What follows belongs to an exercise in optimizing a design on an open flow for small area and a short achievable clock period; a production flow would make more cautious choices.
Where RTL was checked, it was by simulation tests only, not by an equivalence proof against the original.
The RTL of run 1 was laid out without a check of its function.
Power is estimated from default activity; no workload was simulated.

## flow/design.v (module list and top-level ports; edited modules follow where they fit)
// module mac_ctrl: 46 lines
// module mac_mult_stage: 546 lines
// module mac_accumulator: 430 lines
// module mac_top: 52 lines
module mac_top #(
   parameter int A_WIDTH = 18,    
   parameter int B_WIDTH = 18,    
   parameter int P_WIDTH = 48     
) (
   input  logic                      clk,
   input  logic                      rst_n,
   input  logic signed [A_WIDTH-1:0] data_a,
   input  logic signed [B_WIDTH-1:0] data_b,
   input  mac_pkg::mac_op_e          op,
   input  logic                      activate_mac,   
   output logic signed [P_WIDTH-1:0] data_p,
   output logic                      p_valid
);
  // ...
==> flow/flow/run.sh <==
#!/bin/bash
# The standard layout with these changes:
#  - Yosys's coarse 'synth' calls run with -noabc, so that extract_fa sees the
#    full and half adders as the RTL writes them (the later ABC mapping pass is
#    unchanged);
#  - the port buffers are buf_1 cells (buffer_ports -buffer_cell);
#  - timing repair aims at a setup margin of 6.5 ns.
# The SDC (clock period, I/O delays, loads) is the standard flow's, unchanged. Each make
# step's log stays under orfs/logs; make's own output goes to flow_make.log.
set -euo pipefail
grep -q '^proc synth {args} { yosys synth -nofsm -noshare {\*}$args }' synth_recipe.tcl
sed 's/yosys synth -nofsm -noshare /yosys synth -nofsm -noshare -noabc /' synth_recipe.tcl > synth_noabc.tcl
bash standard.sh SYNTH_SCRIPT=$PWD/synth_noabc.tcl SETUP_SLACK_MARGIN=6.5 \
  "BUFFER_PORTS_ARGS=-buffer_cell sky130_fd_sc_hd__buf_1" finish > flow_make.log 2>&1
==> flow/standard.sh <==
#!/bin/bash
# synth_recipe.tcl (not shown) runs the flow's synth.tcl, then flattens the netlist and writes it again
# the make line also repeats each setting of config.mk as NAME=value (left out here)
make -C /OpenROAD-flow-scripts/flow DESIGN_CONFIG=/design/flow/config.mk WORK_HOME=/design/flow/orfs CLKGATE_MAP_FILE= SYNTH_SCRIPT=/design/flow/synth_recipe.tcl "${@:-finish}"
==> flow/config.mk <==
export PLATFORM = sky130hd
export DESIGN_NAME = mac_top
export DESIGN_NICKNAME = mac_top
export VERILOG_FILES = /design/flow/design.v
export SDC_FILE = /design/flow/constraint.sdc
export NUM_CORES = 4
export LEC_CHECK = 0
export CAP_MARGIN = 20
export CORE_MARGIN = 2
export CORE_UTILIZATION = 40
export CTS_BUF_LIST = sky130_fd_sc_hd__clkbuf_8
export CTS_CLUSTER_SIZE = 30
export SLEW_MARGIN = 20
==> flow/constraint.sdc <==
create_clock -name core_clock -period 10.0 [get_ports {clk}]
set_input_delay 2.0000 -clock core_clock [delete_from_list [all_inputs] [get_ports {clk}]]
set_output_delay 2.0000 -clock core_clock [all_outputs]
set_load 0.01 [all_outputs]
==> reports/results.ini, run 1 <==
[status]
status=no timing/DRC/antenna violations

[sta]
finClkSkew_ns=0.0180
max_slew_margin=0.397
maxSlewViolCount=0
tns_ns=0

[setup_path]
required_ns=10.38
worst-path-stages=15
arrival_ns=4.11
r2r_slack_ns=6.27

[synthesis]
yosysUniqueCellTypes=56
synth_area_um2=12900
ys_top_cells_by_count=fa_1, xnor2_1, dfxtp_1

[layout]
nFlopsAndLatches=170
diodes=0
nets=1513
largest-register=u_acc.p_q
clk_share=0.0299
signal_buffers=128

[global_route]
grt_pass1_vias=9143
met2_usage=0.298
grt_start_max_net_pins=28

[place]
place.gp.congestion=0.841
place_hpwl_um=21900

[pwr]
top_power_group=combinational cells
ir_drop_mv=0.134
p_sw_uw=2240

[clocking]
cts_made_buffers=17

[min_path]
holdCritStartpoint=u_ctrl.valid1_q

[routing]
highest_layer=met4

==> module mac_accumulator, before the edit <==
module mac_accumulator #(
   parameter int P_WIDTH = 48
) (
   input  logic               clk,
   input  logic               rst_n,
   input  logic               clr,        
   input  logic               valid,      
   input  logic [P_WIDTH-1:0] row0,
   input  logic [P_WIDTH-1:0] row1,
   output logic [P_WIDTH-1:0] data_p,
   output logic               p_valid
);
   logic [P_WIDTH-1:0] p_q;
   logic [P_WIDTH-1:0] x;
   logic [P_WIDTH-1:0] sa, sb;
   logic [P_WIDTH-1:0] p_next;
   logic               valid_q;
   assign x = p_q & ~{P_WIDTH{clr}};
   logic a1, a2, a3, a4, a5, a6, a7, a8, a9, a10, a11, a12;
   logic a13, a14, a15, a16, a17, a18, a19, a20, a21, a22, a23, a24;
   logic a25, a26, a27, a28, a29, a30, a31, a32, a33, a34, a35, a36;
   logic a37, a38, a39, a40, a41, a42, a43, a44, a45, a46, a47, a48;
   logic a49, a50, a51, a52, a53, a54, a55, a56, a57, a58, a59, a60;
   logic a61, a62, a63, a64, a65, a66, a67, a68, a69, a70, a71, a72;
   logic a73, a74, a75, a76, a77, a78, a79, a80, a81, a82, a83, a84;
   logic a85, a86, a87, a88, a89, a90, a91, a92, a93, a94, a95, a96;
   assign a1 = x[0] ^ row0[0] ^ row1[0];
   assign a2 = (x[0] & row0[0]) | (x[0] & row1[0]) | (row0[0] & row1[0]);
   assign a3 = x[1] ^ row0[1];
   assign a4 = x[1] & row0[1];
   assign a5 = x[2] ^ row0[2] ^ row1[2];
   assign a6 = (x[2] & row0[2]) | (x[2] & row1[2]) | (row0[2] & row1[2]);
   assign a7 = x[3] ^ row0[3] ^ row1[3];
   assign a8 = (x[3] & row0[3]) | (x[3] & row1[3]) | (row0[3] & row1[3]);
   assign a9 = x[4] ^ row0[4] ^ row1[4];
   assign a10 = (x[4] & row0[4]) | (x[4] & row1[4]) | (row0[4] & row1[4]);
   assign a11 = x[5] ^ row0[5] ^ row1[5];
   assign a12 = (x[5] & row0[5]) | (x[5] & row1[5]) | (row0[5] & row1[5]);
   assign a13 = x[6] ^ row0[6] ^ row1[6];
   assign a14 = (x[6] & row0[6]) | (x[6] & row1[6]) | (row0[6] & row1[6]);
   assign a15 = x[7] ^ row0[7] ^ row1[7];
   assign a16 = (x[7] & row0[7]) | (x[7] & row1[7]) | (row0[7] & row1[7]);
   assign a17 = x[8] ^ row0[8] ^ row1[8];
   assign a18 = (x[8] & row0[8]) | (x[8] & row1[8]) | (row0[8] & row1[8]);
   assign a19 = x[9] ^ row0[9] ^ row1[9];
   assign a20 = (x[9] & row0[9]) | (x[9] & row1[9]) | (row0[9] & row1[9]);
   assign a21 = x[10] ^ row0[10] ^ row1[10];
   assign a22 = (x[10] & row0[10]) | (x[10] & row1[10]) | (row0[10] & row1[10]);
   assign a23 = x[11] ^ row0[11] ^ row1[11];
   assign a24 = (x[11] & row0[11]) | (x[11] & row1[11]) | (row0[11] & row1[11]);
   assign a25 = x[12] ^ row0[12] ^ row1[12];
   assign a26 = (x[12] & row0[12]) | (x[12] & row1[12]) | (row0[12] & row1[12]);
   assign a27 = x[13] ^ row0[13] ^ row1[13];
   assign a28 = (x[13] & row0[13]) | (x[13] & row1[13]) | (row0[13] & row1[13]);
   assign a29 = x[14] ^ row0[14] ^ row1[14];
   assign a30 = (x[14] & row0[14]) | (x[14] & row1[14]) | (row0[14] & row1[14]);
   assign a31 = x[15] ^ row0[15] ^ row1[15];
   assign a32 = (x[15] & row0[15]) | (x[15] & row1[15]) | (row0[15] & row1[15]);
   assign a33 = x[16] ^ row0[16] ^ row1[16];
   assign a34 = (x[16] & row0[16]) | (x[16] & row1[16]) | (row0[16] & row1[16]);
   assign a35 = x[17] ^ row0[17] ^ row1[17];
   assign a36 = (x[17] & row0[17]) | (x[17] & row1[17]) | (row0[17] & row1[17]);
   assign a37 = x[18] ^ row0[18] ^ row1[18];
   assign a38 = (x[18] & row0[18]) | (x[18] & row1[18]) | (row0[18] & row1[18]);
   assign a39 = x[19] ^ row0[19] ^ row1[19];
   assign a40 = (x[19] & row0[19]) | (x[19] & row1[19]) | (row0[19] & row1[19]);
   assign a41 = x[20] ^ row0[20] ^ row1[20];
   assign a42 = (x[20] & row0[20]) | (x[20] & row1[20]) | (row0[20] & row1[20]);
   assign a43 = x[21] ^ row0[21] ^ row1[21];
   assign a44 = (x[21] & row0[21]) | (x[21] & row1[21]) | (row0[21] & row1[21]);
   assign a45 = x[22] ^ row0[22] ^ row1[22];
   assign a46 = (x[22] & row0[22]) | (x[22] & row1[22]) | (row0[22] & row1[22]);
   assign a47 = x[23] ^ row0[23] ^ row1[23];
   assign a48 = (x[23] & row0[23]) | (x[23] & row1[23]) | (row0[23] & row1[23]);
   assign a49 = x[24] ^ row0[24] ^ row1[24];
   assign a50 = (x[24] & row0[24]) | (x[24] & row1[24]) | (row0[24] & row1[24]);
   assign a51 = x[25] ^ row0[25] ^ row1[25];
   assign a52 = (x[25] & row0[25]) | (x[25] & row1[25]) | (row0[25] & row1[25]);
   assign a53 = x[26] ^ row0[26] ^ row1[26];
   assign a54 = (x[26] & row0[26]) | (x[26] & row1[26]) | (row0[26] & row1[26]);
   assign a55 = x[27] ^ row0[27] ^ row1[27];
   assign a56 = (x[27] & row0[27]) | (x[27] & row1[27]) | (row0[27] & row1[27]);
   assign a57 = x[28] ^ row0[28] ^ row1[28];
   assign a58 = (x[28] & row0[28]) | (x[28] & row1[28]) | (row0[28] & row1[28]);
   assign a59 = x[29] ^ row0[29] ^ row1[29];
   assign a60 = (x[29] & row0[29]) | (x[29] & row1[29]) | (row0[29] & row1[29]);
   assign a61 = x[30] ^ row0[30] ^ row1[30];
   assign a62 = (x[30] & row0[30]) | (x[30] & row1[30]) | (row0[30] & row1[30]);
   assign a63 = x[31] ^ row0[31] ^ row1[31];
   assign a64 = (x[31] & row0[31]) | (x[31] & row1[31]) | (row0[31] & row1[31]);
   assign a65 = x[32] ^ row0[32] ^ row1[32];
   assign a66 = (x[32] & row0[32]) | (x[32] & row1[32]) | (row0[32] & row1[32]);
   assign a67 = x[33] ^ row0[33] ^ row1[33];
   assign a68 = (x[33] & row0[33]) | (x[33] & row1[33]) | (row0[33] & row1[33]);
   assign a69 = x[34] ^ row0[34] ^ row1[34];
   assign a70 = (x[34] & row0[34]) | (x[34] & row1[34]) | (row0[34] & row1[34]);
   assign a71 = x[35] ^ 1'b1;
   assign a72 = x[35] & 1'b1;
   assign a73 = x[36] ^ 1'b1;
   assign a74 = x[36] & 1'b1;
   assign a75 = x[37] ^ 1'b1;
   assign a76 = x[37] & 1'b1;
   assign a77 = x[38] ^ 1'b1;
   assign a78 = x[38] & 1'b1;
   assign a79 = x[39] ^ 1'b1;
   assign a80 = x[39] & 1'b1;
   assign a81 = x[40] ^ 1'b1;
   assign a82 = x[40] & 1'b1;
   assign a83 = x[41] ^ 1'b1;
   assign a84 = x[41] & 1'b1;
   assign a85 = x[42] ^ 1'b1;
   assign a86 = x[42] & 1'b1;
   assign a87 = x[43] ^ 1'b1;
   assign a88 = x[43] & 1'b1;
   assign a89 = x[44] ^ 1'b1;
   assign a90 = x[44] & 1'b1;
   assign a91 = x[45] ^ 1'b1;
   assign a92 = x[45] & 1'b1;
   assign a93 = x[46] ^ 1'b1;
   assign a94 = x[46] & 1'b1;
   assign a95 = x[47] ^ 1'b1;
   assign a96 = x[47] & 1'b1;
   assign sa = {a95, a93, a91, a89, a87, a85, a83, a81, a79, a77, a75, a73, a71, a69, a67, a65, a63, a61, a59, a57, a55, a53, a51, a49, a47, a45, a43, a41, a39, a37, a35, a33, a31, a29, a27, a25, a23, a21, a19, a17, a15, a13, a11, a9, a7, a5, a3, a1};
   assign sb = {a94, a92, a90, a88, a86, a84, a82, a80, a78, a76, a74, a72, a70, a68, a66, a64, a62, a60, a58, a56, a54, a52, a50, a48, a46, a44, a42, a40, a38, a36, a34, a32, a30, a28, a26, a24, a22, a20, a18, a16, a14, a12, a10, a8, a6, a4, a2, 1'b0};
   logic kG1, kP1, kG2, kP2, kG3, kP3, kG4, kP4, kG5, kP5, kG6, kP6;
   logic kG7, kP7, kG8, kP8, kG9, kP9, kG10, kP10, kG11, kP11, kG12, kP12;
   logic kG13, kP13, kG14, kP14, kG15, kP15, kG16, kP16, kG17, kP17, kG18, kP18;
   logic kG19, kP19, kG20, kP20, kG21, kP21, kG22, kP22, kG23, kP23, kG24, kP24;
   logic kG25, kG26, kP26, kG27, kP27, kG28, kP28, kG29, kP29, kG30, kP30, kG31;
   logic kP31, kG32, kP32, kG33, kP33, kG34, kP34, kG35, kP35, kG36, kP36, kG37;
   logic kP37, kG38, kP38, kG39, kP39, kG40, kP40, kG41, kP41, kG42, kP42, kG43;
   logic kP43, kG44, kP44, kG45, kP45, kG46, kP46, kG47, kP47, kG48, kG49, kG50;
   logic kP50, kG51, kP51, kG52, kP52, kG53, kP53, kG54, kP54, kG55, kP55, kG56;
   logic kP56, kG57, kP57, kG58, kP58, kG59, kP59, kG60, kP60, kG61, kP61, kG62;
   logic kP62, kG63, kP63, kG64, kP64, kG65, kP65, kG66, kP66, kG67, kP67, kG68;
   logic kP68, kG69, kP69, kG70, kG71, kG72, kG73, kG74, kP74, kG75, kP75, kG76;
   logic kP76, kG77, kP77, kG78, kP78, kG79, kP79, kG80, kP80, kG81, kP81, kG82;
   logic kP82, kG83, kP83, kG84, kP84, kG85, kP85, kG86, kP86, kG87, kP87, kG88;
   logic kP88, kG89, kP89, kG90, kG91, kG92, kG93, kG94, kG95, kG96, kG97, kG98;
   logic kP98, kG99, kP99, kG100, kP100, kG101, kP101, kG102, kP102, kG103, kP103, kG104;
   logic kP104, kG105, kP105, kG106, kG107, kG108, kG109, kG110, kG111, kG112, kG113, kG114;
   logic kG115, kG116, kG117, kG118, kG119, kG120, kG121, kG122, kG123, kG124, kG125, kG126;
   logic kG127, kG128, kG129, kG130, kG131, kG132, kG133, kG134, kG135, kG136;
   logic [P_WIDTH-1:0] kg, kp;
   assign kg = sa & sb;
   assign kp = sa ^ sb;
   assign kG1 = kg[1] | (kp[1] & kg[0]);
   assign kP1 = kp[1] & kp[0];
   assign kG2 = kg[3] | (kp[3] & kg[2]);
   assign kP2 = kp[3] & kp[2];
   assign kG3 = kg[5] | (kp[5] & kg[4]);
   assign kP3 = kp[5] & kp[4];
   assign kG4 = kg[7] | (kp[7] & kg[6]);
   assign kP4 = kp[7] & kp[6];
   assign kG5 = kg[9] | (kp[9] & kg[8]);
   assign kP5 = kp[9] & kp[8];
   assign kG6 = kg[11] | (kp[11] & kg[10]);
   assign kP6 = kp[11] & kp[10];
   assign kG7 = kg[13] | (kp[13] & kg[12]);
   assign kP7 = kp[13] & kp[12];
   assign kG8 = kg[15] | (kp[15] & kg[14]);
   assign kP8 = kp[15] & kp[14];
   assign kG9 = kg[17] | (kp[17] & kg[16]);
   assign kP9 = kp[17] & kp[16];
   assign kG10 = kg[19] | (kp[19] & kg[18]);
   assign kP10 = kp[19] & kp[18];
   assign kG11 = kg[21] | (kp[21] & kg[20]);
   assign kP11 = kp[21] & kp[20];
   assign kG12 = kg[23] | (kp[23] & kg[22]);
   assign kP12 = kp[23] & kp[22];
   assign kG13 = kg[25] | (kp[25] & kg[24]);
   assign kP13 = kp[25] & kp[24];
   assign kG14 = kg[27] | (kp[27] & kg[26]);
   assign kP14 = kp[27] & kp[26];
   assign kG15 = kg[29] | (kp[29] & kg[28]);
   assign kP15 = kp[29] & kp[28];
   assign kG16 = kg[31] | (kp[31] & kg[30]);
   assign kP16 = kp[31] & kp[30];
   assign kG17 = kg[33] | (kp[33] & kg[32]);
   assign kP17 = kp[33] & kp[32];
   assign kG18 = kg[35] | (kp[35] & kg[34]);
   assign kP18 = kp[35] & kp[34];
   assign kG19 = kg[37] | (kp[37] & kg[36]);
   assign kP19 = kp[37] & kp[36];
   assign kG20 = kg[39] | (kp[39] & kg[38]);
   assign kP20 = kp[39] & kp[38];
   assign kG21 = kg[41] | (kp[41] & kg[40]);
   assign kP21 = kp[41] & kp[40];
   assign kG22 = kg[43] | (kp[43] & kg[42]);
   assign kP22 = kp[43] & kp[42];
   assign kG23 = kg[45] | (kp[45] & kg[44]);
   assign kP23 = kp[45] & kp[44];
   assign kG24 = kg[47] | (kp[47] & kg[46]);
   assign kP24 = kp[47] & kp[46];
   assign kG25 = kG2 | (kP2 & kG1);
   assign kG26 = kG3 | (kP3 & kG2);
   assign kP26 = kP3 & kP2;
   assign kG27 = kG4 | (kP4 & kG3);
   assign kP27 = kP4 & kP3;
   assign kG28 = kG5 | (kP5 & kG4);
   assign kP28 = kP5 & kP4;
   assign kG29 = kG6 | (kP6 & kG5);
   assign kP29 = kP6 & kP5;
   assign kG30 = kG7 | (kP7 & kG6);
   assign kP30 = kP7 & kP6;
   assign kG31 = kG8 | (kP8 & kG7);
   assign kP31 = kP8 & kP7;
   assign kG32 = kG9 | (kP9 & kG8);
   assign kP32 = kP9 & kP8;
   assign kG33 = kG10 | (kP10 & kG9);
   assign kP33 = kP10 & kP9;
   assign kG34 = kG11 | (kP11 & kG10);
   assign kP34 = kP11 & kP10;
   assign kG35 = kG12 | (kP12 & kG11);
   assign kP35 = kP12 & kP11;
   assign kG36 = kG13 | (kP13 & kG12);
   assign kP36 = kP13 & kP12;
   assign kG37 = kG14 | (kP14 & kG13);
   assign kP37 = kP14 & kP13;
   assign kG38 = kG15 | (kP15 & kG14);
   assign kP38 = kP15 & kP14;
   assign kG39 = kG16 | (kP16 & kG15);
   assign kP39 = kP16 & kP15;
   assign kG40 = kG17 | (kP17 & kG16);
   assign kP40 = kP17 & kP16;
   assign kG41 = kG18 | (kP18 & kG17);
   assign kP41 = kP18 & kP17;
   assign kG42 = kG19 | (kP19 & kG18);
   assign kP42 = kP19 & kP18;
   assign kG43 = kG20 | (kP20 & kG19);
   assign kP43 = kP20 & kP19;
   assign kG44 = kG21 | (kP21 & kG20);
   assign kP44 = kP21 & kP20;
   assign kG45 = kG22 | (kP22 & kG21);
   assign kP45 = kP22 & kP21;
   assign kG46 = kG23 | (kP23 & kG22);
   assign kP46 = kP23 & kP22;
   assign kG47 = kG24 | (kP24 & kG23);
   assign kP47 = kP24 & kP23;
   assign kG48 = kG26 | (kP26 & kG1);
   assign kG49 = kG27 | (kP27 & kG25);
   assign kG50 = kG28 | (kP28 & kG26);
   assign kP50 = kP28 & kP26;
   assign kG51 = kG29 | (kP29 & kG27);
   assign kP51 = kP29 & kP27;
   assign kG52 = kG30 | (kP30 & kG28);
   assign kP52 = kP30 & kP28;
   assign kG53 = kG31 | (kP31 & kG29);
   assign kP53 = kP31 & kP29;
   assign kG54 = kG32 | (kP32 & kG30);
   assign kP54 = kP32 & kP30;
   assign kG55 = kG33 | (kP33 & kG31);
   assign kP55 = kP33 & kP31;
   assign kG56 = kG34 | (kP34 & kG32);
   assign kP56 = kP34 & kP32;
   assign kG57 = kG35 | (kP35 & kG33);
   assign kP57 = kP35 & kP33;
   assign kG58 = kG36 | (kP36 & kG34);
   assign kP58 = kP36 & kP34;
   assign kG59 = kG37 | (kP37 & kG35);
   assign kP59 = kP37 & kP35;
   assign kG60 = kG38 | (kP38 & kG36);
   assign kP60 = kP38 & kP36;
   assign kG61 = kG39 | (kP39 & kG37);
   assign kP61 = kP39 & kP37;
   assign kG62 = kG40 | (kP40 & kG38);
   assign kP62 = kP40 & kP38;
   assign kG63 = kG41 | (kP41 & kG39);
   assign kP63 = kP41 & kP39;
   assign kG64 = kG42 | (kP42 & kG40);
   assign kP64 = kP42 & kP40;
   assign kG65 = kG43 | (kP43 & kG41);
   assign kP65 = kP43 & kP41;
   assign kG66 = kG44 | (kP44 & kG42);
   assign kP66 = kP44 & kP42;
   assign kG67 = kG45 | (kP45 & kG43);
   assign kP67 = kP45 & kP43;
   assign kG68 = kG46 | (kP46 & kG44);
   assign kP68 = kP46 & kP44;
   assign kG69 = kG47 | (kP47 & kG45);
   assign kP69 = kP47 & kP45;
   assign kG70 = kG50 | (kP50 & kG1);
   assign kG71 = kG51 | (kP51 & kG25);
   assign kG72 = kG52 | (kP52 & kG48);
   assign kG73 = kG53 | (kP53 & kG49);
   assign kG74 = kG54 | (kP54 & kG50);
   assign kP74 = kP54 & kP50;
   assign kG75 = kG55 | (kP55 & kG51);
   assign kP75 = kP55 & kP51;
   assign kG76 = kG56 | (kP56 & kG52);
   assign kP76 = kP56 & kP52;
   assign kG77 = kG57 | (kP57 & kG53);
   assign kP77 = kP57 & kP53;
   assign kG78 = kG58 | (kP58 & kG54);
   assign kP78 = kP58 & kP54;
   assign kG79 = kG59 | (kP59 & kG55);
   assign kP79 = kP59 & kP55;
   assign kG80 = kG60 | (kP60 & kG56);
   assign kP80 = kP60 & kP56;
   assign kG81 = kG61 | (kP61 & kG57);
   assign kP81 = kP61 & kP57;
   assign kG82 = kG62 | (kP62 & kG58);
   assign kP82 = kP62 & kP58;
   assign kG83 = kG63 | (kP63 & kG59);
   assign kP83 = kP63 & kP59;
   assign kG84 = kG64 | (kP64 & kG60);
   assign kP84 = kP64 & kP60;
   assign kG85 = kG65 | (kP65 & kG61);
   assign kP85 = kP65 & kP61;
   assign kG86 = kG66 | (kP66 & kG62);
   assign kP86 = kP66 & kP62;
   assign kG87 = kG67 | (kP67 & kG63);
   assign kP87 = kP67 & kP63;
   assign kG88 = kG68 | (kP68 & kG64);
   assign kP88 = kP68 & kP64;
   assign kG89 = kG69 | (kP69 & kG65);
   assign kP89 = kP69 & kP65;
   assign kG90 = kG74 | (kP74 & kG1);
   assign kG91 = kG75 | (kP75 & kG25);
   assign kG92 = kG76 | (kP76 & kG48);
   assign kG93 = kG77 | (kP77 & kG49);
   assign kG94 = kG78 | (kP78 & kG70);
   assign kG95 = kG79 | (kP79 & kG71);
   assign kG96 = kG80 | (kP80 & kG72);
   assign kG97 = kG81 | (kP81 & kG73);
   assign kG98 = kG82 | (kP82 & kG74);
   assign kP98 = kP82 & kP74;
   assign kG99 = kG83 | (kP83 & kG75);
   assign kP99 = kP83 & kP75;
   assign kG100 = kG84 | (kP84 & kG76);
   assign kP100 = kP84 & kP76;
   assign kG101 = kG85 | (kP85 & kG77);
   assign kP101 = kP85 & kP77;
   assign kG102 = kG86 | (kP86 & kG78);
   assign kP102 = kP86 & kP78;
   assign kG103 = kG87 | (kP87 & kG79);
   assign kP103 = kP87 & kP79;
   assign kG104 = kG88 | (kP88 & kG80);
   assign kP104 = kP88 & kP80;
   assign kG105 = kG89 | (kP89 & kG81);
   assign kP105 = kP89 & kP81;
   assign kG106 = kG98 | (kP98 & kG1);
   assign kG107 = kG99 | (kP99 & kG25);
   assign kG108 = kG100 | (kP100 & kG48);
   assign kG109 = kG101 | (kP101 & kG49);
   assign kG110 = kG102 | (kP102 & kG70);
   assign kG111 = kG103 | (kP103 & kG71);
   assign kG112 = kG104 | (kP104 & kG72);
   assign kG113 = kG105 | (kP105 & kG73);
   assign kG114 = kg[2] | (kp[2] & kG1);
   assign kG115 = kg[4] | (kp[4] & kG25);
   assign kG116 = kg[6] | (kp[6] & kG48);
   assign kG117 = kg[8] | (kp[8] & kG49);
   assign kG118 = kg[10] | (kp[10] & kG70);
   assign kG119 = kg[12] | (kp[12] & kG71);
   assign kG120 = kg[14] | (kp[14] & kG72);
   assign kG121 = kg[16] | (kp[16] & kG73);
   assign kG122 = kg[18] | (kp[18] & kG90);
   assign kG123 = kg[20] | (kp[20] & kG91);
   assign kG124 = kg[22] | (kp[22] & kG92);
   assign kG125 = kg[24] | (kp[24] & kG93);
   assign kG126 = kg[26] | (kp[26] & kG94);
   assign kG127 = kg[28] | (kp[28] & kG95);
   assign kG128 = kg[30] | (kp[30] & kG96);
   assign kG129 = kg[32] | (kp[32] & kG97);
   assign kG130 = kg[34] | (kp[34] & kG106);
   assign kG131 = kg[36] | (kp[36] & kG107);
   assign kG132 = kg[38] | (kp[38] & kG108);
   assign kG133 = kg[40] | (kp[40] & kG109);
   assign kG134 = kg[42] | (kp[42] & kG110);
   assign kG135 = kg[44] | (kp[44] & kG111);
   assign kG136 = kg[46] | (kp[46] & kG112);
   assign p_next[0] = kp[0];
   assign p_next[1] = kp[1] ^ kg[0];
   assign p_next[2] = kp[2] ^ kG1;
   assign p_next[3] = kp[3] ^ kG114;
   assign p_next[4] = kp[4] ^ kG25;
   assign p_next[5] = kp[5] ^ kG115;
   assign p_next[6] = kp[6] ^ kG48;
   assign p_next[7] = kp[7] ^ kG116;
   assign p_next[8] = kp[8] ^ kG49;
   assign p_next[9] = kp[9] ^ kG117;
   assign p_next[10] = kp[10] ^ kG70;
   assign p_next[11] = kp[11] ^ kG118;
   assign p_next[12] = kp[12] ^ kG71;
   assign p_next[13] = kp[13] ^ kG119;
   assign p_next[14] = kp[14] ^ kG72;
   assign p_next[15] = kp[15] ^ kG120;
   assign p_next[16] = kp[16] ^ kG73;
   assign p_next[17] = kp[17] ^ kG121;
   assign p_next[18] = kp[18] ^ kG90;
   assign p_next[19] = kp[19] ^ kG122;
   assign p_next[20] = kp[20] ^ kG91;
   assign p_next[21] = kp[21] ^ kG123;
   assign p_next[22] = kp[22] ^ kG92;
   assign p_next[23] = kp[23] ^ kG124;
   assign p_next[24] = kp[24] ^ kG93;
   assign p_next[25] = kp[25] ^ kG125;
   assign p_next[26] = kp[26] ^ kG94;
   assign p_next[27] = kp[27] ^ kG126;
   assign p_next[28] = kp[28] ^ kG95;
   assign p_next[29] = kp[29] ^ kG127;
   assign p_next[30] = kp[30] ^ kG96;
   assign p_next[31] = kp[31] ^ kG128;
   assign p_next[32] = kp[32] ^ kG97;
   assign p_next[33] = kp[33] ^ kG129;
   assign p_next[34] = kp[34] ^ kG106;
   assign p_next[35] = kp[35] ^ kG130;
   assign p_next[36] = kp[36] ^ kG107;
   assign p_next[37] = kp[37] ^ kG131;
   assign p_next[38] = kp[38] ^ kG108;
   assign p_next[39] = kp[39] ^ kG132;
   assign p_next[40] = kp[40] ^ kG109;
   assign p_next[41] = kp[41] ^ kG133;
   assign p_next[42] = kp[42] ^ kG110;
   assign p_next[43] = kp[43] ^ kG134;
   assign p_next[44] = kp[44] ^ kG111;
   assign p_next[45] = kp[45] ^ kG135;
   assign p_next[46] = kp[46] ^ kG112;
   assign p_next[47] = kp[47] ^ kG136;
   always_ff @(posedge clk) begin
      p_q <= p_next;
   end
   always_ff @(posedge clk or negedge rst_n) begin
      if (!rst_n) valid_q <= 1'b0;
      else        valid_q <= valid;
   end
   assign data_p  = p_q;
   assign p_valid = valid_q;
endmodule
==> inputs of run 2 (changes only) <==
--- a/flow/design.v
+++ b/flow/design.v
@@ -732,21 +732,20 @@
    assign sb = {a94, a92, a90, a88, a86, a84, a82, a80, a78, a76, a74, a72, a70, a68, a66, a64, a62, a60, a58, a56, a54, a52, a50, a48, a46, a44, a42, a40, a38, a36, a34, a32, a30, a28, a26, a24, a22, a20, a18, a16, a14, a12, a10, a8, a6, a4, a2, 1'b0};
-   logic kG1, kP1, kG2, kP2, kG3, kP3, kG4, kP4, kG5, kP5, kG6, kP6;
-   logic kG7, kP7, kG8, kP8, kG9, kP9, kG10, kP10, kG11, kP11, kG12, kP12;
-   logic kG13, kP13, kG14, kP14, kG15, kP15, kG16, kP16, kG17, kP17, kG18, kP18;
-   logic kG19, kP19, kG20, kP20, kG21, kP21, kG22, kP22, kG23, kP23, kG24, kP24;
-   logic kG25, kG26, kP26, kG27, kP27, kG28, kP28, kG29, kP29, kG30, kP30, kG31;
-   logic kP31, kG32, kP32, kG33, kP33, kG34, kP34, kG35, kP35, kG36, kP36, kG37;
-   logic kP37, kG38, kP38, kG39, kP39, kG40, kP40, kG41, kP41, kG42, kP42, kG43;
-   logic kP43, kG44, kP44, kG45, kP45, kG46, kP46, kG47, kP47, kG48, kG49, kG50;
-   logic kP50, kG51, kP51, kG52, kP52, kG53, kP53, kG54, kP54, kG55, kP55, kG56;
-   logic kP56, kG57, kP57, kG58, kP58, kG59, kP59, kG60, kP60, kG61, kP61, kG62;
-   logic kP62, kG63, kP63, kG64, kP64, kG65, kP65, kG66, kP66, kG67, kP67, kG68;
-   logic kP68, kG69, kP69, kG70, kG71, kG72, kG73, kG74, kP74, kG75, kP75, kG76;
-   logic kP76, kG77, kP77, kG78, kP78, kG79, kP79, kG80, kP80, kG81, kP81, kG82;
-   logic kP82, kG83, kP83, kG84, kP84, kG85, kP85, kG86, kP86, kG87, kP87, kG88;
-   logic kP88, kG89, kP89, kG90, kG91, kG92, kG93, kG94, kG95, kG96, kG97, kG98;
-   logic kP98, kG99, kP99, kG100, kP100, kG101, kP101, kG102, kP102, kG103, kP103, kG104;
-   logic kP104, kG105, kP105, kG106, kG107, kG108, kG109, kG110, kG111, kG112, kG113, kG114;
-   logic kG115, kG116, kG117, kG118, kG119, kG120, kG121, kG122, kG123, kG124, kG125, kG126;
-   logic kG127, kG128, kG129, kG130, kG131, kG132, kG133, kG134, kG135, kG136;
+   logic kG1, kG2, kP2, kG3, kP3, kG4, kP4, kG5, kP5, kG6, kP6, kG7;
+   logic kP7, kG8, kP8, kG9, kP9, kG10, kP10, kG11, kP11, kG12, kP12, kG13;
+   logic kP13, kG14, kP14, kG15, kP15, kG16, kP16, kG17, kP17, kG18, kP18, kG19;
+   logic kP19, kG20, kP20, kG21, kP21, kG22, kP22, kG23, kP23, kG24, kP24, kG25;
+   logic kG26, kG27, kP27, kG28, kP28, kG29, kP29, kG30, kP30, kG31, kP31, kG32;
+   logic kP32, kG33, kP33, kG34, kP34, kG35, kP35, kG36, kP36, kG37, kP37, kG38;
+   logic kP38, kG39, kP39, kG40, kP40, kG41, kP41, kG42, kP42, kG43, kP43, kG44;
+   logic kP44, kG45, kP45, kG46, kP46, kG47, kP47, kG48, kP48, kG49, kG50, kG51;
+   logic kG52, kG53, kP53, kG54, kP54, kG55, kP55, kG56, kP56, kG57, kP57, kG58;
+   logic kP58, kG59, kP59, kG60, kP60, kG61, kP61, kG62, kP62, kG63, kP63, kG64;
+   logic kP64, kG65, kP65, kG66, kP66, kG67, kP67, kG68, kP68, kG69, kP69, kG70;
+   logic kP70, kG71, kP71, kG72, kP72, kG73, kG74, kG75, kG76, kG77, kG78, kG79;
+   logic kG80, kG81, kP81, kG82, kP82, kG83, kP83, kG84, kP84, kG85, kP85, kG86;
+   logic kP86, kG87, kP87, kG88, kP88, kG89, kP89, kG90, kP90, kG91, kP91, kG92;
+   logic kP92, kG93, kP93, kG94, kP94, kG95, kP95, kG96, kP96, kG97, kG98, kG99;
+   logic kG100, kG101, kG102, kG103, kG104, kG105, kG106, kG107, kG108, kG109, kG110, kG111;
+   logic kG112, kG113, kG114, kG115, kG116, kG117, kG118, kG119, kG120, kG121, kG122, kG123;
+   logic kG124, kG125, kG126, kG127, kG128;
    logic [P_WIDTH-1:0] kg, kp;
@@ -755,3 +754,2 @@
    assign kG1 = kg[1] | (kp[1] & kg[0]);
-   assign kP1 = kp[1] & kp[0];
    assign kG2 = kg[3] | (kp[3] & kg[2]);
@@ -802,180 +800,164 @@
    assign kP24 = kp[47] & kp[46];
-   assign kG25 = kG2 | (kP2 & kG1);
-   assign kG26 = kG3 | (kP3 & kG2);
-   assign kP26 = kP3 & kP2;
-   assign kG27 = kG4 | (kP4 & kG3);
-   assign kP27 = kP4 & kP3;
-   assign kG28 = kG5 | (kP5 & kG4);
-   assign kP28 = kP5 & kP4;
-   assign kG29 = kG6 | (kP6 & kG5);
-   assign kP29 = kP6 & kP5;
-   assign kG30 = kG7 | (kP7 & kG6);
-   assign kP30 = kP7 & kP6;
-   assign kG31 = kG8 | (kP8 & kG7);
-   assign kP31 = kP8 & kP7;
-   assign kG32 = kG9 | (kP9 & kG8);
-   assign kP32 = kP9 & kP8;
-   assign kG33 = kG10 | (kP10 & kG9);
-   assign kP33 = kP10 & kP9;
-   assign kG34 = kG11 | (kP11 & kG10);
-   assign kP34 = kP11 & kP10;
-   assign kG35 = kG12 | (kP12 & kG11);
-   assign kP35 = kP12 & kP11;
-   assign kG36 = kG13 | (kP13 & kG12);
-   assign kP36 = kP13 & kP12;
-   assign kG37 = kG14 | (kP14 & kG13);
-   assign kP37 = kP14 & kP13;
-   assign kG38 = kG15 | (kP15 & kG14);
-   assign kP38 = kP15 & kP14;
-   assign kG39 = kG16 | (kP16 & kG15);
-   assign kP39 = kP16 & kP15;
-   assign kG40 = kG17 | (kP17 & kG16);
-   assign kP40 = kP17 & kP16;
-   assign kG41 = kG18 | (kP18 & kG17);
-   assign kP41 = kP18 & kP17;
-   assign kG42 = kG19 | (kP19 & kG18);
-   assign kP42 = kP19 & kP18;
-   assign kG43 = kG20 | (kP20 & kG19);
-   assign kP43 = kP20 & kP19;
-   assign kG44 = kG21 | (kP21 & kG20);
-   assign kP44 = kP21 & kP20;
-   assign kG45 = kG22 | (kP22 & kG21);
-   assign kP45 = kP22 & kP21;
-   assign kG46 = kG23 | (kP23 & kG22);
-   assign kP46 = kP23 & kP22;
-   assign kG47 = kG24 | (kP24 & kG23);
-   assign kP47 = kP24 & kP23;
-   assign kG48 = kG26 | (kP26 & kG1);
-   assign kG49 = kG27 | (kP27 & kG25);
-   assign kG50 = kG28 | (kP28 & kG26);
-   assign kP50 = kP28 & kP26;
-   assign kG51 = kG29 | (kP29 & kG27);
-   assign kP51 = kP29 & kP27;
-   assign kG52 = kG30 | (kP30 & kG28);
-   assign kP52 = kP30 & kP28;
-   assign kG53 = kG31 | (kP31 & kG29);
-   assign kP53 = kP31 & kP29;
-   assign kG54 = kG32 | (kP32 & kG30);
-   assign kP54 = kP32 & kP30;
-   assign kG55 = kG33 | (kP33 & kG31);
-   assign kP55 = kP33 & kP31;
-   assign kG56 = kG34 | (kP34 & kG32);
-   assign kP56 = kP34 & kP32;
-   assign kG57 = kG35 | (kP35 & kG33);
-   assign kP57 = kP35 & kP33;
-   assign kG58 = kG36 | (kP36 & kG34);
-   assign kP58 = kP36 & kP34;
-   assign kG59 = kG37 | (kP37 & kG35);
-   assign kP59 = kP37 & kP35;
-   assign kG60 = kG38 | (kP38 & kG36);
-   assign kP60 = kP38 & kP36;
-   assign kG61 = kG39 | (kP39 & kG37);
-   assign kP61 = kP39 & kP37;
-   assign kG62 = kG40 | (kP40 & kG38);
-   assign kP62 = kP40 & kP38;
-   assign kG63 = kG41 | (kP41 & kG39);
-   assign kP63 = kP41 & kP39;
-   assign kG64 = kG42 | (kP42 & kG40);
-   assign kP64 = kP42 & kP40;
-   assign kG65 = kG43 | (kP43 & kG41);
-   assign kP65 = kP43 & kP41;
-   assign kG66 = kG44 | (kP44 & kG42);
-   assign kP66 = kP44 & kP42;
-   assign kG67 = kG45 | (kP45 & kG43);
-   assign kP67 = kP45 & kP43;
-   assign kG68 = kG46 | (kP46 & kG44);
-   assign kP68 = kP46 & kP44;
-   assign kG69 = kG47 | (kP47 & kG45);
-   assign kP69 = kP47 & kP45;
-   assign kG70 = kG50 | (kP50 & kG1);
-   assign kG71 = kG51 | (kP51 & kG25);
-   assign kG72 = kG52 | (kP52 & kG48);
-   assign kG73 = kG53 | (kP53 & kG49);
-   assign kG74 = kG54 | (kP54 & kG50);
-   assign kP74 = kP54 & kP50;
-   assign kG75 = kG55 | (kP55 & kG51);
-   assign kP75 = kP55 & kP51;
-   assign kG76 = kG56 | (kP56 & kG52);
-   assign kP76 = kP56 & kP52;
-   assign kG77 = kG57 | (kP57 & kG53);
-   assign kP77 = kP57 & kP53;
-   assign kG78 = kG58 | (kP58 & kG54);
-   assign kP78 = kP58 & kP54;
-   assign kG79 = kG59 | (kP59 & kG55);
-   assign kP79 = kP59 & kP55;
-   assign kG80 = kG60 | (kP60 & kG56);
-   assign kP80 = kP60 & kP56;
-   assign kG81 = kG61 | (kP61 & kG57);
-   assign kP81 = kP61 & kP57;
-   assign kG82 = kG62 | (kP62 & kG58);
-   assign kP82 = kP62 & kP58;
-   assign kG83 = kG63 | (kP63 & kG59);
-   assign kP83 = kP63 & kP59;
-   assign kG84 = kG64 | (kP64 & kG60);
-   assign kP84 = kP64 & kP60;
-   assign kG85 = kG65 | (kP65 & kG61);
-   assign kP85 = kP65 & kP61;
-   assign kG86 = kG66 | (kP66 & kG62);
-   assign kP86 = kP66 & kP62;
-   assign kG87 = kG67 | (kP67 & kG63);
-   assign kP87 = kP67 & kP63;
-   assign kG88 = kG68 | (kP68 & kG64);
-   assign kP88 = kP68 & kP64;
-   assign kG89 = kG69 | (kP69 & kG65);
-   assign kP89 = kP69 & kP65;
-   assign kG90 = kG74 | (kP74 & kG1);
-   assign kG91 = kG75 | (kP75 & kG25);
-   assign kG92 = kG76 | (kP76 & kG48);
-   assign kG93 = kG77 | (kP77 & kG49);
-   assign kG94 = kG78 | (kP78 & kG70);
-   assign kG95 = kG79 | (kP79 & kG71);
-   assign kG96 = kG80 | (kP80 & kG72);
-   assign kG97 = kG81 | (kP81 & kG73);
-   assign kG98 = kG82 | (kP82 & kG74);
-   assign kP98 = kP82 & kP74;
-   assign kG99 = kG83 | (kP83 & kG75);
-   assign kP99 = kP83 & kP75;
-   assign kG100 = kG84 | (kP84 & kG76);
-   assign kP100 = kP84 & kP76;
-   assign kG101 = kG85 | (kP85 & kG77);
-   assign kP101 = kP85 & kP77;
-   assign kG102 = kG86 | (kP86 & kG78);
-   assign kP102 = kP86 & kP78;
-   assign kG103 = kG87 | (kP87 & kG79);
-   assign kP103 = kP87 & kP79;
-   assign kG104 = kG88 | (kP88 & kG80);
-   assign kP104 = kP88 & kP80;
-   assign kG105 = kG89 | (kP89 & kG81);
-   assign kP105 = kP89 & kP81;
-   assign kG106 = kG98 | (kP98 & kG1);
-   assign kG107 = kG99 | (kP99 & kG25);
-   assign kG108 = kG100 | (kP100 & kG48);
-   assign kG109 = kG101 | (kP101 & kG49);
-   assign kG110 = kG102 | (kP102 & kG70);
-   assign kG111 = kG103 | (kP103 & kG71);
-   assign kG112 = kG104 | (kP104 & kG72);
-   assign kG113 = kG105 | (kP105 & kG73);
-   assign kG114 = kg[2] | (kp[2] & kG1);
-   assign kG115 = kg[4] | (kp[4] & kG25);
-   assign kG116 = kg[6] | (kp[6] & kG48);
-   assign kG117 = kg[8] | (kp[8] & kG49);
-   assign kG118 = kg[10] | (kp[10] & kG70);
-   assign kG119 = kg[12] | (kp[12] & kG71);
-   assign kG120 = kg[14] | (kp[14] & kG72);
-   assign kG121 = kg[16] | (kp[16] & kG73);
-   assign kG122 = kg[18] | (kp[18] & kG90);
-   assign kG123 = kg[20] | (kp[20] & kG91);
-   assign kG124 = kg[22] | (kp[22] & kG92);
-   assign kG125 = kg[24] | (kp[24] & kG93);
-   assign kG126 = kg[26] | (kp[26] & kG94);
-   assign kG127 = kg[28] | (kp[28] & kG95);
-   assign kG128 = kg[30] | (kp[30] & kG96);
-   assign kG129 = kg[32] | (kp[32] & kG97);
-   assign kG130 = kg[34] | (kp[34] & kG106);
-   assign kG131 = kg[36] | (kp[36] & kG107);
-   assign kG132 = kg[38] | (kp[38] & kG108);
-   assign kG133 = kg[40] | (kp[40] & kG109);
-   assign kG134 = kg[42] | (kp[42] & kG110);
-   assign kG135 = kg[44] | (kp[44] & kG111);
-   assign kG136 = kg[46] | (kp[46] & kG112);
+   assign kG25 = kg[2] | (kp[2] & kG1);
+   assign kG26 = kG2 | (kP2 & kG1);
+   assign kG27 = kg[6] | (kp[6] & kG3);
+   assign kP27 = kp[6] & kP3;
+   assign kG28 = kG4 | (kP4 & kG3);
+   assign kP28 = kP4 & kP3;
+   assign kG29 = kg[10] | (kp[10] & kG5);
+   assign kP29 = kp[10] & kP5;
+   assign kG30 = kG6 | (kP6 & kG5);
+   assign kP30 = kP6 & kP5;
+   assign kG31 = kg[14] | (kp[14] & kG7);
+   assign kP31 = kp[14] & kP7;
+   assign kG32 = kG8 | (kP8 & kG7);
+   assign kP32 = kP8 & kP7;
+   assign kG33 = kg[18] | (kp[18] & kG9);
+   assign kP33 = kp[18] & kP9;
+   assign kG34 = kG10 | (kP10 & kG9);
+   assign kP34 = kP10 & kP9;
+   assign kG35 = kg[22] | (kp[22] & kG11);
+   assign kP35 = kp[22] & kP11;
+   assign kG36 = kG12 | (kP12 & kG11);
+   assign kP36 = kP12 & kP11;
+   assign kG37 = kg[26] | (kp[26] & kG13);
+   assign kP37 = kp[26] & kP13;
+   assign kG38 = kG14 | (kP14 & kG13);
+   assign kP38 = kP14 & kP13;
+   assign kG39 = kg[30] | (kp[30] & kG15);
+   assign kP39 = kp[30] & kP15;
+   assign kG40 = kG16 | (kP16 & kG15);
+   assign kP40 = kP16 & kP15;
+   assign kG41 = kg[34] | (kp[34] & kG17);
+   assign kP41 = kp[34] & kP17;
+   assign kG42 = kG18 | (kP18 & kG17);
+   assign kP42 = kP18 & kP17;
+   assign kG43 = kg[38] | (kp[38] & kG19);
+   assign kP43 = kp[38] & kP19;
+   assign kG44 = kG20 | (kP20 & kG19);
+   assign kP44 = kP20 & kP19;
+   assign kG45 = kg[42] | (kp[42] & kG21);
+   assign kP45 = kp[42] & kP21;
+   assign kG46 = kG22 | (kP22 & kG21);
+   assign kP46 = kP22 & kP21;
+   assign kG47 = kg[46] | (kp[46] & kG23);
+   assign kP47 = kp[46] & kP23;
+   assign kG48 = kG24 | (kP24 & kG23);
+   assign kP48 = kP24 & kP23;
+   assign kG49 = kg[4] | (kp[4] & kG26);
+   assign kG50 = kG3 | (kP3 & kG26);
+   assign kG51 = kG27 | (kP27 & kG26);
+   assign kG52 = kG28 | (kP28 & kG26);
+   assign kG53 = kg[12] | (kp[12] & kG30);
+   assign kP53 = kp[12] & kP30;
+   assign kG54 = kG7 | (kP7 & kG30);
+   assign kP54 = kP7 & kP30;
+   assign kG55 = kG31 | (kP31 & kG30);
+   assign kP55 = kP31 & kP30;
+   assign kG56 = kG32 | (kP32 & kG30);
+   assign kP56 = kP32 & kP30;
+   assign kG57 = kg[20] | (kp[20] & kG34);
+   assign kP57 = kp[20] & kP34;
+   assign kG58 = kG11 | (kP11 & kG34);
+   assign kP58 = kP11 & kP34;
+   assign kG59 = kG35 | (kP35 & kG34);
+   assign kP59 = kP35 & kP34;
+   assign kG60 = kG36 | (kP36 & kG34);
+   assign kP60 = kP36 & kP34;
+   assign kG61 = kg[28] | (kp[28] & kG38);
+   assign kP61 = kp[28] & kP38;
+   assign kG62 = kG15 | (kP15 & kG38);
+   assign kP62 = kP15 & kP38;
+   assign kG63 = kG39 | (kP39 & kG38);
+   assign kP63 = kP39 & kP38;
+   assign kG64 = kG40 | (kP40 & kG38);
+   assign kP64 = kP40 & kP38;
+   assign kG65 = kg[36] | (kp[36] & kG42);
+   assign kP65 = kp[36] & kP42;
+   assign kG66 = kG19 | (kP19 & kG42);
+   assign kP66 = kP19 & kP42;
+   assign kG67 = kG43 | (kP43 & kG42);
+   assign kP67 = kP43 & kP42;
+   assign kG68 = kG44 | (kP44 & kG42);
+   assign kP68 = kP44 & kP42;
+   assign kG69 = kg[44] | (kp[44] & kG46);
+   assign kP69 = kp[44] & kP46;
+   assign kG70 = kG23 | (kP23 & kG46);
+   assign kP70 = kP23 & kP46;
+   assign kG71 = kG47 | (kP47 & kG46);
+   assign kP71 = kP47 & kP46;
+   assign kG72 = kG48 | (kP48 & kG46);
+   assign kP72 = kP48 & kP46;
+   assign kG73 = kg[8] | (kp[8] & kG52);
+   assign kG74 = kG5 | (kP5 & kG52);
+   assign kG75 = kG29 | (kP29 & kG52);
+   assign kG76 = kG30 | (kP30 & kG52);
+   assign kG77 = kG53 | (kP53 & kG52);
+   assign kG78 = kG54 | (kP54 & kG52);
+   assign kG79 = kG55 | (kP55 & kG52);
+   assign kG80 = kG56 | (kP56 & kG52);
+   assign kG81 = kg[24] | (kp[24] & kG60);
+   assign kP81 = kp[24] & kP60;
+   assign kG82 = kG13 | (kP13 & kG60);
+   assign kP82 = kP13 & kP60;
+   assign kG83 = kG37 | (kP37 & kG60);
+   assign kP83 = kP37 & kP60;
+   assign kG84 = kG38 | (kP38 & kG60);
+   assign kP84 = kP38 & kP60;
+   assign kG85 = kG61 | (kP61 & kG60);
+   assign kP85 = kP61 & kP60;
+   assign kG86 = kG62 | (kP62 & kG60);
+   assign kP86 = kP62 & kP60;
+   assign kG87 = kG63 | (kP63 & kG60);
+   assign kP87 = kP63 & kP60;
+   assign kG88 = kG64 | (kP64 & kG60);
+   assign kP88 = kP64 & kP60;
+   assign kG89 = kg[40] | (kp[40] & kG68);
+   assign kP89 = kp[40] & kP68;
+   assign kG90 = kG21 | (kP21 & kG68);
+   assign kP90 = kP21 & kP68;
+   assign kG91 = kG45 | (kP45 & kG68);
+   assign kP91 = kP45 & kP68;
+   assign kG92 = kG46 | (kP46 & kG68);
+   assign kP92 = kP46 & kP68;
+   assign kG93 = kG69 | (kP69 & kG68);
+   assign kP93 = kP69 & kP68;
+   assign kG94 = kG70 | (kP70 & kG68);
+   assign kP94 = kP70 & kP68;
+   assign kG95 = kG71 | (kP71 & kG68);
+   assign kP95 = kP71 & kP68;
+   assign kG96 = kG72 | (kP72 & kG68);
+   assign kP96 = kP72 & kP68;
+   assign kG97 = kg[16] | (kp[16] & kG80);
+   assign kG98 = kG9 | (kP9 & kG80);
+   assign kG99 = kG33 | (kP33 & kG80);
+   assign kG100 = kG34 | (kP34 & kG80);
+   assign kG101 = kG57 | (kP57 & kG80);
+   assign kG102 = kG58 | (kP58 & kG80);
+   assign kG103 = kG59 | (kP59 & kG80);
+   assign kG104 = kG60 | (kP60 & kG80);
+   assign kG105 = kG81 | (kP81 & kG80);
+   assign kG106 = kG82 | (kP82 & kG80);
+   assign kG107 = kG83 | (kP83 & kG80);
+   assign kG108 = kG84 | (kP84 & kG80);
+   assign kG109 = kG85 | (kP85 & kG80);
+   assign kG110 = kG86 | (kP86 & kG80);
+   assign kG111 = kG87 | (kP87 & kG80);
+   assign kG112 = kG88 | (kP88 & kG80);
+   assign kG113 = kg[32] | (kp[32] & kG112);
+   assign kG114 = kG17 | (kP17 & kG112);
+   assign kG115 = kG41 | (kP41 & kG112);
+   assign kG116 = kG42 | (kP42 & kG112);
+   assign kG117 = kG65 | (kP65 & kG112);
+   assign kG118 = kG66 | (kP66 & kG112);
+   assign kG119 = kG67 | (kP67 & kG112);
+   assign kG120 = kG68 | (kP68 & kG112);
+   assign kG121 = kG89 | (kP89 & kG112);
+   assign kG122 = kG90 | (kP90 & kG112);
+   assign kG123 = kG91 | (kP91 & kG112);
+   assign kG124 = kG92 | (kP92 & kG112);
+   assign kG125 = kG93 | (kP93 & kG112);
+   assign kG126 = kG94 | (kP94 & kG112);
+   assign kG127 = kG95 | (kP95 & kG112);
+   assign kG128 = kG96 | (kP96 & kG112);
    assign p_next[0] = kp[0];
@@ -983,47 +965,47 @@
    assign p_next[2] = kp[2] ^ kG1;
-   assign p_next[3] = kp[3] ^ kG114;
-   assign p_next[4] = kp[4] ^ kG25;
-   assign p_next[5] = kp[5] ^ kG115;
-   assign p_next[6] = kp[6] ^ kG48;
-   assign p_next[7] = kp[7] ^ kG116;
-   assign p_next[8] = kp[8] ^ kG49;
-   assign p_next[9] = kp[9] ^ kG117;
-   assign p_next[10] = kp[10] ^ kG70;
-   assign p_next[11] = kp[11] ^ kG118;
-   assign p_next[12] = kp[12] ^ kG71;
-   assign p_next[13] = kp[13] ^ kG119;
-   assign p_next[14] = kp[14] ^ kG72;
-   assign p_next[15] = kp[15] ^ kG120;
-   assign p_next[16] = kp[16] ^ kG73;
-   assign p_next[17] = kp[17] ^ kG121;
-   assign p_next[18] = kp[18] ^ kG90;
-   assign p_next[19] = kp[19] ^ kG122;
-   assign p_next[20] = kp[20] ^ kG91;
-   assign p_next[21] = kp[21] ^ kG123;
-   assign p_next[22] = kp[22] ^ kG92;
-   assign p_next[23] = kp[23] ^ kG124;
-   assign p_next[24] = kp[24] ^ kG93;
-   assign p_next[25] = kp[25] ^ kG125;
-   assign p_next[26] = kp[26] ^ kG94;
-   assign p_next[27] = kp[27] ^ kG126;
-   assign p_next[28] = kp[28] ^ kG95;
-   assign p_next[29] = kp[29] ^ kG127;
-   assign p_next[30] = kp[30] ^ kG96;
-   assign p_next[31] = kp[31] ^ kG128;
-   assign p_next[32] = kp[32] ^ kG97;
-   assign p_next[33] = kp[33] ^ kG129;
-   assign p_next[34] = kp[34] ^ kG106;
-   assign p_next[35] = kp[35] ^ kG130;
-   assign p_next[36] = kp[36] ^ kG107;
-   assign p_next[37] = kp[37] ^ kG131;
-   assign p_next[38] = kp[38] ^ kG108;
-   assign p_next[39] = kp[39] ^ kG132;
-   assign p_next[40] = kp[40] ^ kG109;
-   assign p_next[41] = kp[41] ^ kG133;
-   assign p_next[42] = kp[42] ^ kG110;
-   assign p_next[43] = kp[43] ^ kG134;
-   assign p_next[44] = kp[44] ^ kG111;
-   assign p_next[45] = kp[45] ^ kG135;
-   assign p_next[46] = kp[46] ^ kG112;
-   assign p_next[47] = kp[47] ^ kG136;
+   assign p_next[3] = kp[3] ^ kG25;
+   assign p_next[4] = kp[4] ^ kG26;
+   assign p_next[5] = kp[5] ^ kG49;
+   assign p_next[6] = kp[6] ^ kG50;
+   assign p_next[7] = kp[7] ^ kG51;
+   assign p_next[8] = kp[8] ^ kG52;
+   assign p_next[9] = kp[9] ^ kG73;
+   assign p_next[10] = kp[10] ^ kG74;
+   assign p_next[11] = kp[11] ^ kG75;
+   assign p_next[12] = kp[12] ^ kG76;
+   assign p_next[13] = kp[13] ^ kG77;
+   assign p_next[14] = kp[14] ^ kG78;
+   assign p_next[15] = kp[15] ^ kG79;
+   assign p_next[16] = kp[16] ^ kG80;
+   assign p_next[17] = kp[17] ^ kG97;
+   assign p_next[18] = kp[18] ^ kG98;
+   assign p_next[19] = kp[19] ^ kG99;
+   assign p_next[20] = kp[20] ^ kG100;
+   assign p_next[21] = kp[21] ^ kG101;
+   assign p_next[22] = kp[22] ^ kG102;
+   assign p_next[23] = kp[23] ^ kG103;
+   assign p_next[24] = kp[24] ^ kG104;
+   assign p_next[25] = kp[25] ^ kG105;
+   assign p_next[26] = kp[26] ^ kG106;
+   assign p_next[27] = kp[27] ^ kG107;
+   assign p_next[28] = kp[28] ^ kG108;
+   assign p_next[29] = kp[29] ^ kG109;
+   assign p_next[30] = kp[30] ^ kG110;
+   assign p_next[31] = kp[31] ^ kG111;
+   assign p_next[32] = kp[32] ^ kG112;
+   assign p_next[33] = kp[33] ^ kG113;
+   assign p_next[34] = kp[34] ^ kG114;
+   assign p_next[35] = kp[35] ^ kG115;
+   assign p_next[36] = kp[36] ^ kG116;
+   assign p_next[37] = kp[37] ^ kG117;
+   assign p_next[38] = kp[38] ^ kG118;
+   assign p_next[39] = kp[39] ^ kG119;
+   assign p_next[40] = kp[40] ^ kG120;
+   assign p_next[41] = kp[41] ^ kG121;
+   assign p_next[42] = kp[42] ^ kG122;
+   assign p_next[43] = kp[43] ^ kG123;
+   assign p_next[44] = kp[44] ^ kG124;
+   assign p_next[45] = kp[45] ^ kG125;
+   assign p_next[46] = kp[46] ^ kG126;
+   assign p_next[47] = kp[47] ^ kG127;
    always_ff @(posedge clk) begin
==> run 2 against run 1 <==
- sequential share of layout area increased by 1.1 points
- non-clock buffer count decreased by 20
- register-to-register slack improved by 0.27 ns
- worst setup slack improved by 0.27 ns
- sequential cell count unchanged
- clock power about the same
- hold slack got worse by 0.0020 ns
- total power decreased by 9.4%
- synthesized area decreased by 1.6%
- via count decreased by 1.5%
==> reports/results.ini, run 2 <==
[synthesis]
avgSynthCellArea_um2=10.7
synth-seq-cells=170
synth_area_um2=12700  ; -1.6%
synth_mux_area_frac=0
synth_edf_count=0
yosys_warnings=3
synth_area_leaders=dfxtp_1, fa_1, xnor2_1
syn_inst=1186
yosysUniqueCellTypes=55  ; -1.8%
yosysMostFrequentCell=xnor2_1
synth_top_cell_by_area=dfxtp_1
yosys.area_share.adder=0.319
yosysSeqAreaShare=0.271
synth_top_area_share=0.257
synthSimpleGateAreaFrac=0.0685
synth_xor_area_frac=0.154
syn_nets=1457
ys_top_cells_by_count=xnor2_1, dfxtp_1, fa_1
synth_top_family_by_area=adder cells
synth_flop_cell=dfxtp_1
synth-compound-area-share=0.144
async_flop_share=0.0412

[layout]
final_cell_area_um2=14000
final_common_cell=xnor2_1
final_cell_mix=xnor2_1, fa_1, a22oi_1
layout-drive-gt1-share=0.104
nFillCells=2983
area_delta_synth_final_pct=10.5
largest_reg_flops=48
top_regs=u_acc.p_q (48), u_mult.r0_q (35), u_mult.r1_q (34)
nets=1485  ; -1.9%
instances_no_fill=1629
largest-register=u_acc.p_q
diodes=0  ; unchanged

[global_route]
antenna_found_initial=0
grt_pass1_vias=8815  ; -3.6%
grt_pass1_wl_um=47600
gr-total-overflow=0
grt_start_max_net_pins=49  ; +75%
grt_usage=0.182

[pwr]
p_sw_uw=2030  ; -9.4%
internal_power_uw=2570
combPwrFrac=0.623
power_frac_clock=0.118
p_seq_frac=0.259
sw_frac_of_total=0.442
ir_drop_mv=0.105  ; -22%
cellLeakagePower_uw=0.00552
p_per_area_nw_per_um2=328

[routing]
wl_per_cell_um=18.3
drtAntennaViolNets=0
vias=8609
drtPass1Iterations=5
vias_per_cell=5.28
drc=0
wirelength_um=29800
drt-initial-drc-count=677

[clocking]
cts_sinks=170
clk-insertion-delay-late_ns=0.48
cts_made_buffers=17  ; unchanged
cts_buffer_depth=2
cts_tree=built
hold_buffers=0
clkTransAtPathRegs_ns=0.09
cts_root_buf=clkbuf_8
htreeDepth=4

[place]
place_area_um2=13300
place_hpwl_um=21400  ; -1.9%
place.gp.congestion=0.849  ; +0.93%
place_inst=1588
port_buffers=89

[floorplanning]
die_w_um=182
start_util=0.405
num_rows=65
core_um2=31400
dieArea_um2=33200
die_h_um=182
io-pin-count=90

[sta]
tns_ns=0  ; unchanged
finClkSkew_ns=0.0187  ; +0.000654 ns
maxSlewViolCount=0  ; unchanged
tightestPinTransition_ns=0.990
finalHoldViolCount=0
min_period_ns=3.46
setup_viol=0
rsz0062_at_grt=true
fmax_mhz=289
fin_crit_sh=0.346
max_slew_margin=0.340  ; -0.0568

[setup_path]
startpoint_type=flop
reg2reg_depth=12
arrival_ns=3.84  ; -0.27 ns
critical_path.max_fanout=6
reg2reg_from=u_ctrl.clr2_q
r2r_slack_ns=6.54  ; +0.27 ns
startpoint=u_ctrl.clr2_q
worstReg2RegEnd=u_acc.p_q[46]
worstSetupPathType=reg -> reg
crit_end=u_acc.p_q[46]
required_ns=10.37  ; about the same
cp-end-kind=flop

[run]
drv_cap=0

[min_path]
hold_path.class=reg -> reg
holdCritStartpoint=u_ctrl.valid1_q

[status]
status=no timing/DRC/antenna violations

[run 2: worst min path at each step]
stage | endpoint | depth (start not counted)
after floorplan | u_mult.r0_q[0] | 0
after global placement | u_acc.valid_q | 0
after detailed placement | u_ctrl.valid2_q | 0
after CTS | u_ctrl.valid2_q | 0
after global routing | u_ctrl.zero2_q | 0
final | u_ctrl.valid2_q | 0
[run 2: repair_timing]
| item | 4_1_cts | 5_1_grt |
|---|---|---|
| setup endpoints to repair | 41 | 39 |
| pin swaps | 2 | 4 |
| endpoints found under the hold margin | 0 | 0 |
| resized for setup | 23 | 47 |
| gates cloned | 0 | 3 |
| setup buffers | 0 | 6 |
[run 2: layer usage]
metal,GRT usage,share of wire,up-vias
met2,0.269,0.43,281
li1,-,-,4046
met3,0.0381,0.064,27
met1,0.269,0.49,4255
met4,0.0526,0.017,0
met5,0,0,-
[run 2: kinds of logic after synthesis]
| logic type | Yosys count |
|---|---|
| flip-flops | 170 |
| adder cells (fa/ha/maj) | 230 |
| AO/OA/AOI/OAI | 254 |
| buffers and inverters | 148 |
| AND/OR/NAND/NOR | 159 |
| other | 1 |
| XOR/XNOR | 224 |
[run 2: power by group through the flow]
| stage | logic (uW) | clock network (uW) | registers, uW |
|---|---|---|---|
| after floorplan | 2080 | 0 | 1160 |
| after global placement | 2660 | 0 | 1210 |
| after detailed placement | 2720 | 0 | 1210 |
| after CTS | 2760 | 563 | 1200 |
| after global routing | 3250 | 592 | 1230 |
| final | 2870 | 542 | 1190 |
[run 2: area by class of cell]
type | count | area (um^2) | share of cell area
inverter | 49 | 184 | 0.0131
clock inverter | 11 | 156 | 0.0111
sequential | 170 | 3500 | 0.249
multi-input combinational | 868 | 8870 | 0.632
tap | 402 | 503 | 0.0358
timing repair buffer | 108 | 542 | 0.0386
clock buffer | 21 | 289 | 0.0206
[run 2: through the flow]
step / utilization / hold WS (ns) / total power, uW / setup slack [ns]
3_5_place_dp: 0.422 / 0.338 / 3930 / 6.20
5_1_grt: 0.447 / 0.366 / 5070 / 6.44
2_1_floorplan: - / 0.329 / 3240 / 6.51
3_3_place_gp: 0.422 / 0.335 / 3870 / 6.25
4_1_cts: 0.439 / 0.358 / 4520 / 6.52
6_report: 0.447 / 0.356 / 4600 / 6.54
[run 2: critical path, stage by stage (launching register included)]
cell	delay, ns
dfxtp_4	0.46
clkbuf_16	0.20
nor2b_2	0.05
fa_1	0.46
ha_1	0.32
nand4_1	0.25
a211oi_4	0.35
o2111ai_4	0.21
a2111oi_4	0.46
nor2_2	0.08
a21o_1	0.21
o22ai_1	0.16
o21ba_1	0.16
==> inputs of run 3 (changes only) <==
--- a/flow/flow/run.sh
+++ b/flow/flow/run.sh
@@ -6,3 +6,3 @@
 #  - the port buffers are buf_1 cells (buffer_ports -buffer_cell);
-#  - timing repair aims at a setup margin of 6.5 ns.
+#  - timing repair aims at a setup margin of 6.6 ns.
 # The SDC (clock period, I/O delays, loads) is the standard flow's, unchanged. Each make
@@ -12,3 +12,3 @@
 sed 's/yosys synth -nofsm -noshare /yosys synth -nofsm -noshare -noabc /' synth_recipe.tcl > synth_noabc.tcl
-bash standard.sh SYNTH_SCRIPT=$PWD/synth_noabc.tcl SETUP_SLACK_MARGIN=6.5 \
+bash standard.sh SYNTH_SCRIPT=$PWD/synth_noabc.tcl SETUP_SLACK_MARGIN=6.6 \
   "BUFFER_PORTS_ARGS=-buffer_cell sky130_fd_sc_hd__buf_1" finish > flow_make.log 2>&1
==> run 3 against run 2 <==
- register-to-register slack better by 0.08 ns
- utilization is 0.36 points higher
- hold slack hardly changed
- sequential power hardly changed
- routed wire length is 2.2% higher
- synthesized area stayed put
- sequential share of layout area is 0.12 points lower
==> reports/results.ini, run 3 <==
[status]
status=no timing/DRC/antenna violations

[global_route]
globalRouteMet3Util=0.0425  ; +0.00439
grt-busiest-layer=met2
gr-total-overflow=0  ; unchanged
grt_pass1_wl_um=49200  ; +3.3%
met1_usage=0.278  ; +0.00862
grt_pass1_vias=8824  ; +0.10%
grt_start_max_net_pins=28  ; -43%
met2_usage=0.282  ; +0.0131

[clocking]
cts_buffer_depth=2  ; unchanged
clk-insertion-delay-late_ns=0.49  ; about the same
clkTransAtPathRegs_ns=0.09  ; about the same
cts_made_buffers=17  ; unchanged
hold_buffers=0  ; unchanged
cts_sinks=170  ; unchanged
cts_tree=built
htreeDepth=4  ; unchanged

[routing]
wl_per_cell_um=18.6  ; +1.8%
drtAntennaViolNets=0  ; unchanged
drt-initial-drc-count=628  ; -7.2%
drtPass1Iterations=5  ; unchanged
vias_per_cell=5.27  ; -0.35%
vias=8616  ; +0.081%
drc=0  ; unchanged
wirelength_um=30500  ; +2.2%

[setup_path]
cpPeakStageDelay_ns=0.46  ; about the same
startpoint_type=flop
reg2reg_depth=12  ; unchanged
worstSetupPathType=reg -> reg
r2r_slack_ns=6.62  ; +0.08 ns
reg2reg_from=u_ctrl.clr2_q
crit_family=compound AO/OA/AOI/OAI gates
crit_chain=buf_12 > nor2b_4 > fa_1 > ha_4 > nand4_1 > a211oi_4 > o2111ai_4 > a21oi_4 > a31oi_4 > o31ai_4 > a41o_1 > xor2_1
crit_end=u_acc.p_q[39]
worst-path-stages=12  ; unchanged
startpoint=u_ctrl.clr2_q
path_buf_inv=1  ; unchanged

[layout]
top_regs=u_acc.p_q (48), u_mult.r0_q (35), u_mult.r1_q (34)
diodes=0  ; unchanged
layout-drive-gt1-share=0.125  ; +0.0213
final_common_cell=xnor2_1
final_cell_mix=xnor2_1, fa_1, a22oi_1
nets=1492  ; +0.47%
regArea_um2=3510  ; +0.32%
largest_reg_flops=48  ; unchanged

[run]
drv_cap=0  ; unchanged

[pwr]
cellLeakagePower_uw=0.00555  ; +0.59%
p_per_area_nw_per_um2=332  ; +1.2%

[synthesis]
yosysMostFrequentCell=xnor2_1
synth_area_um2=12700  ; unchanged
async_flop_share=0.0412  ; unchanged
yosysSeqAreaShare=0.271  ; unchanged
syn_inst=1186  ; unchanged
synth_edf_count=0  ; unchanged
synth_top_cell_by_area=dfxtp_1
yosys_warnings=3  ; unchanged
synth_flop_cell=dfxtp_1

[sta]
setup_viol=0  ; unchanged
finClkSkew_ns=0.0224  ; +0.00373 ns
fin_crit_sh=0.338  ; -0.00839
finalHoldViolCount=0  ; unchanged
setup_ws_ns=6.62  ; +0.0839 ns
tightestPinTransition_ns=0.932  ; -0.0585 ns
tns_ns=0  ; unchanged
maxSlewViolCount=0  ; unchanged

[floorplanning]
core_um2=31400  ; unchanged
io-pin-count=90  ; unchanged
start_util=0.405  ; unchanged
dieArea_um2=33200  ; unchanged
die_h_um=182  ; unchanged

[place]
place_hpwl_um=21300  ; -0.51%

-- run 3: timing repair --
action | CTS | global route
gates resized for setup | 44 | 61
gates cloned | 0 | 0
setup endpoints to repair | 57 | 38
buffers inserted | 4 | 13
pin swaps | 5 | 22
-- run 3: metrics by stage --
stage | total power (uW) | util | instances | area [um^2]
after floorplan | 3240 | - | 1186 | 12700
after global placement | 3890 | 0.422 | 1587 | 13200
after detailed placement | 3950 | 0.422 | 1587 | 13200
after CTS | 4510 | 0.440 | 1623 | 13800
after global routing | 5180 | 0.451 | 1636 | 14200
final | 4690 | 0.451 | 1636 | 14200
-- run 3: worst min path at each step --
stage                     cells after the start              end            start  slack (ns)
after CTS                                     0  u_ctrl.valid2_q  u_ctrl.valid1_q        0.36
final                                         0  u_ctrl.valid2_q  u_ctrl.valid1_q        0.36
after global routing                          0  u_ctrl.valid2_q  u_ctrl.valid1_q        0.37
after detailed placement                      0    u_acc.valid_q  u_ctrl.valid2_q        0.34
after floorplan                               0   u_mult.r0_q[0]  u_mult.neg_q[0]        0.33
after global placement                        0    u_acc.valid_q  u_ctrl.valid2_q        0.33
-- run 3: logic make-up (layout without fill, tap and decap cells) --
logic type,Yosys count,after routing,share of synthesized area
flip-flops,170,170,0.271
other,1,1,0.000295
XOR/XNOR,224,224,0.154
AND/OR/NAND/NOR,159,159,0.0685
adder cells (fa/ha/maj),230,230,0.319
AO/OA/AOI/OAI,254,254,0.144
buffers and inverters,148,196,0.0437
-- run 3: area by class of cell --
| class | count | share of cell area |
|---|---|---|
| inverters | 49 | 0.0130 |
| multi-input cells | 868 | 0.633 |
| well taps | 402 | 0.0355 |
| clock buffers | 19 | 0.0185 |
| clock inverters | 13 | 0.00937 |
| repair buffers | 115 | 0.0431 |
| flip-flops and latches | 170 | 0.248 |
-- run 3: power breakdown --
| part | internal, uW | switching [uW] |
|---|---|---|
| Combinational | 1370 | 1630 |
| Clock | 217 | 278 |
| Sequential | 989 | 210 |
| Total | 2580 | 2120 |
-- run 3: per-layer routing --
layer	part of all wire	up-vias
li1	-	4062
met1	0.48	4242
met2	0.44	287
met3	0.069	25
met4	0.011	0
met5	0	-

Check on run 3: ideal ports give 6.620 ns setup slack; a clkbuf_16 on the clock port and buf_2 on the inputs give 6.620 ns; moving port delays by the midpoint clock arrival (0.526 ns) as well gives 6.620 ns.
